This design comes from an exercise in tuning for small area, a short achievable clock period and few clock cycles on the open sky130 flow, not from production work. In this exercise RTL edits were held to simulation tests only and were not proved equivalent to the original.

Design yuv_rgb_top, start of the top module:
module yuv_rgb_top #(
   parameter int PIXEL_PAIRS = 38400,  
   parameter int U_BASE      = 38400,
   parameter int V_BASE      = 57600,
   parameter int RGB_BASE    = 146944
) (
   input  logic        CLOCK,
   input  logic        Resetn,
   input  logic        start,
   output logic        done,
   output logic [17:0] sram_address,
   output logic [15:0] sram_write_data,
   input  logic [15:0] sram_read_data,
   output logic        sram_we_n
);
Size in the first run: ~55 I/O pins, ~16000 µm² of cells after synthesis.
==> module yuv_rgb_top, before the edit <==
module yuv_rgb_top #(
   parameter int PIXEL_PAIRS = 38400,  
   parameter int U_BASE      = 38400,
   parameter int V_BASE      = 57600,
   parameter int RGB_BASE    = 146944
) (
   input  logic        CLOCK,
   input  logic        Resetn,
   input  logic        start,
   output logic        done,
   output logic [17:0] sram_address,
   output logic [15:0] sram_write_data,
   input  logic [15:0] sram_read_data,
   output logic        sram_we_n
);
   localparam logic [16:0] WP_FIRST = 17'(RGB_BASE - 131072);
   localparam logic [16:0] WP_LAST  = 17'(RGB_BASE + 3 * PIXEL_PAIRS - 1 - 131072);
   logic        busy;      
   logic        pro;       
   logic [4:0]  q;         
   logic        w;         
   logic [15:0] yp;        
   logic [16:0] wp;        
   logic        we;        
   wire accept  = !busy && start;
   wire wr_next = busy && !pro && (q[4] || q[0] || q[2]) && !done;
   wire rd_y    = w && (q[1] || q[3]);
   wire [14:0] cidx = yp[15:1];  
   always_ff @(posedge CLOCK or negedge Resetn) begin
      if (!Resetn) begin
         busy <= 1'b0;
         we <= 1'b0;
         done <= 1'b0;
      end else begin
         busy <= busy ? !done : start;
         we <= wr_next;
         done <= wr_next && (wp == WP_LAST);
      end
   end
   always_ff @(posedge CLOCK) begin
      if (accept) begin
         q <= 5'b10000;    
         w <= 1'b1;
         pro <= 1'b1;
         yp <= 16'd1;
         wp <= WP_FIRST;
         sram_address <= '0;
      end else begin
         q <= {q[3:0], q[4]};
         if (q[4]) w <= !w;
         if (w && q[3]) pro <= 1'b0;
         if (rd_y) yp <= yp + 16'd1;
         if (wr_next) wp <= wp + 17'd1;
         if (q[1])
            sram_address <= w ? {2'b00, yp} : 18'(U_BASE) + 18'(cidx);
         else if (q[3])
            sram_address <= w ? {2'b00, yp} : 18'(V_BASE) + 18'(cidx);
         else
            sram_address <= {1'b1, wp};
      end
   end
   assign sram_we_n = !we;
   logic [15:0] yw, uw, vw;    
   logic [7:0]  x1;            
   logic [25:0] s, c, sq, cq;  
   logic [22:0] yb_e, yb_o;    
   logic [25:0] n_e, n_o;      
   logic [7:0]  l_e, l_o;      
   logic [7:0]  h1, h2;        
   always_ff @(posedge CLOCK) begin
      if ((!w && q[1]) || (w && q[4])) yw <= sram_read_data;
      if (!w && q[4]) uw <= sram_read_data;
      if (w && q[1]) vw <= sram_read_data;
      case (1'b1)
         q[0]: x1 <= yw[7:0];
         q[1]: x1 <= w ? sram_read_data[15:8] : vw[7:0];
         q[2], q[3]: x1 <= w ? uw[15:8] : uw[7:0];
         default: x1 <= w ? sram_read_data[15:8] : yw[15:8];
      endcase
      sq <= s;
      cq <= c;
      if (q[0] || q[1]) yb_e <= q[1] ? n_e[24:2] : 23'd0;
      if (q[1] || q[2]) yb_o <= q[2] ? n_o[24:2] : 23'd0;
      if (q[3] || q[4]) h1 <= q[3] ? l_e : l_o;    
      if (q[3] || q[0]) h2 <= l_o;                 
      sram_write_data[15:8] <= q[0] ? l_e : h1;    
      sram_write_data[7:0] <= q[4] ? l_e : h2;     
   end
   csc_mac_unit u_unit (
      .is_y(q[0] || q[1]), .is_r(q[2]), .is_g(q[3]), .is_b(q[4]),
      .x1(x1), .x2(w ? vw[15:8] : vw[7:0]), .s(s), .c(c)
   );
   rgb_clip_pack u_lane_e (.yb(yb_e), .s(sq), .c(cq), .n(n_e), .ch(l_e));
   rgb_clip_pack u_lane_o (.yb(yb_o), .s(sq), .c(cq), .n(n_o), .ch(l_o));
endmodule
==> flow/config.mk <==
export PLATFORM = sky130hd
export DESIGN_NAME = yuv_rgb_top
export DESIGN_NICKNAME = yuv_rgb_top
export VERILOG_FILES = /design/flow/design.v
export SDC_FILE = /design/flow/constraint.sdc
export NUM_CORES = 4
export LEC_CHECK = 0
export ABC_AREA = 1
export CAP_MARGIN = 20
export CORE_MARGIN = 2
export CORE_UTILIZATION = 40
export CTS_BUF_LIST = sky130_fd_sc_hd__clkbuf_8
export SLEW_MARGIN = 20
==> flow/constraint.sdc <==
create_clock -name core_clock -period 13.0 [get_ports {CLOCK}]
set_input_delay 2.6000 -clock core_clock [delete_from_list [all_inputs] [get_ports {CLOCK}]]
set_output_delay 2.6000 -clock core_clock [all_outputs]
set_load 0.01 [all_outputs]
standard.sh (not shown) runs the stock make flow with config.mk's settings and CLKGATE_MAP_FILE= SYNTH_SCRIPT=/design/flow/synth_recipe.tcl, a recipe that flattens the netlist after the stock synthesis.
==> flow/flow/run.sh <==
#!/bin/bash
# The standard layout, with two changes to how it is made (the clock period
# and constraints are unchanged):
#  - timing repair aims at 9 ns of setup slack;
#  - the port buffers are buf_1 cells instead of the default delay buffers.
# The make output goes to standard.log.
bash standard.sh "BUFFER_PORTS_ARGS=-buffer_cell sky130_fd_sc_hd__buf_1" SETUP_SLACK_MARGIN=9 finish > standard.log 2>&1
Testbench counts at the start, summed over its fixed seeds: cycles 576,033.
Rerun with:
--- a/flow/design.v
+++ b/flow/design.v
@@ -369,20 +369,20 @@
          q[1]: x1 <= w ? sram_read_data[15:8] : vw[7:0];
          q[2], q[3]: x1 <= w ? uw[15:8] : uw[7:0];
          default: x1 <= w ? sram_read_data[15:8] : yw[15:8];
       endcase
       sq <= s;
       cq <= c;
-      if (q[0] || q[1]) yb_e <= q[1] ? n_e[24:2] : 23'd0;
-      if (q[1] || q[2]) yb_o <= q[2] ? n_o[24:2] : 23'd0;
+      if (q[1]) yb_e <= n_e[24:2];
+      if (q[2]) yb_o <= n_o[24:2];
       if (q[3] || q[4]) h1 <= q[3] ? l_e : l_o;    
       if (q[3] || q[0]) h2 <= l_o;                 
       sram_write_data[15:8] <= q[0] ? l_e : h1;    
       sram_write_data[7:0] <= q[4] ? l_e : h2;     
    end
    csc_mac_unit u_unit (
       .is_y(q[0] || q[1]), .is_r(q[2]), .is_g(q[3]), .is_b(q[4]),
       .x1(x1), .x2(w ? vw[15:8] : vw[7:0]), .s(s), .c(c)
    );
-   rgb_clip_pack u_lane_e (.yb(yb_e), .s(sq), .c(cq), .n(n_e), .ch(l_e));
-   rgb_clip_pack u_lane_o (.yb(yb_o), .s(sq), .c(cq), .n(n_o), .ch(l_o));
+   rgb_clip_pack u_lane_e (.yb(q[1] ? 23'd0 : yb_e), .s(sq), .c(cq), .n(n_e), .ch(l_e));
+   rgb_clip_pack u_lane_o (.yb(q[2] ? 23'd0 : yb_o), .s(sq), .c(cq), .n(n_o), .ch(l_o));
 endmodule
Outcome: Final cell count came out higher by 5.0%; area after synthesis climbs by 2.6%; routed wire length shrinks by 2.9%; setup slack loses 60 ps.
Testbench counts after the change, summed over its fixed seeds: cycles 576,033.

afterwards: timing with drivers on the ports:
The results above use ideal ports. As a check the final layouts listed here were re-extracted and re-timed, cells and wires unchanged.
Step 1: set_driving_cell puts a clkbuf_16 on CLOCK and a buf_2 on each other input, an assumption about the parent block.
Step 2 times the ports against the registers' clock, not the clock port: input delays grow and output delays shrink by t, the midpoint of the rising clock arrivals with the driver on.
Slacks: ideal ports / drivers / drivers and shift; pairs: ideal ports / drivers.
run | shift t [ns] | setup slack, ns | worst setup path at the end | worst slew at a driven data input, ns
the first run | 0.621 | 9.155 / 9.169 / 8.568 | input to register | 0.03
the second run | 0.667 | 9.095 / 9.095 / 8.607 | input to register | 0.03
After both steps every run listed still meets setup and hold. For the first run, which loses most, drivers alone change the setup slack by +0.014 ns; drivers and shift together by -0.587 ns.
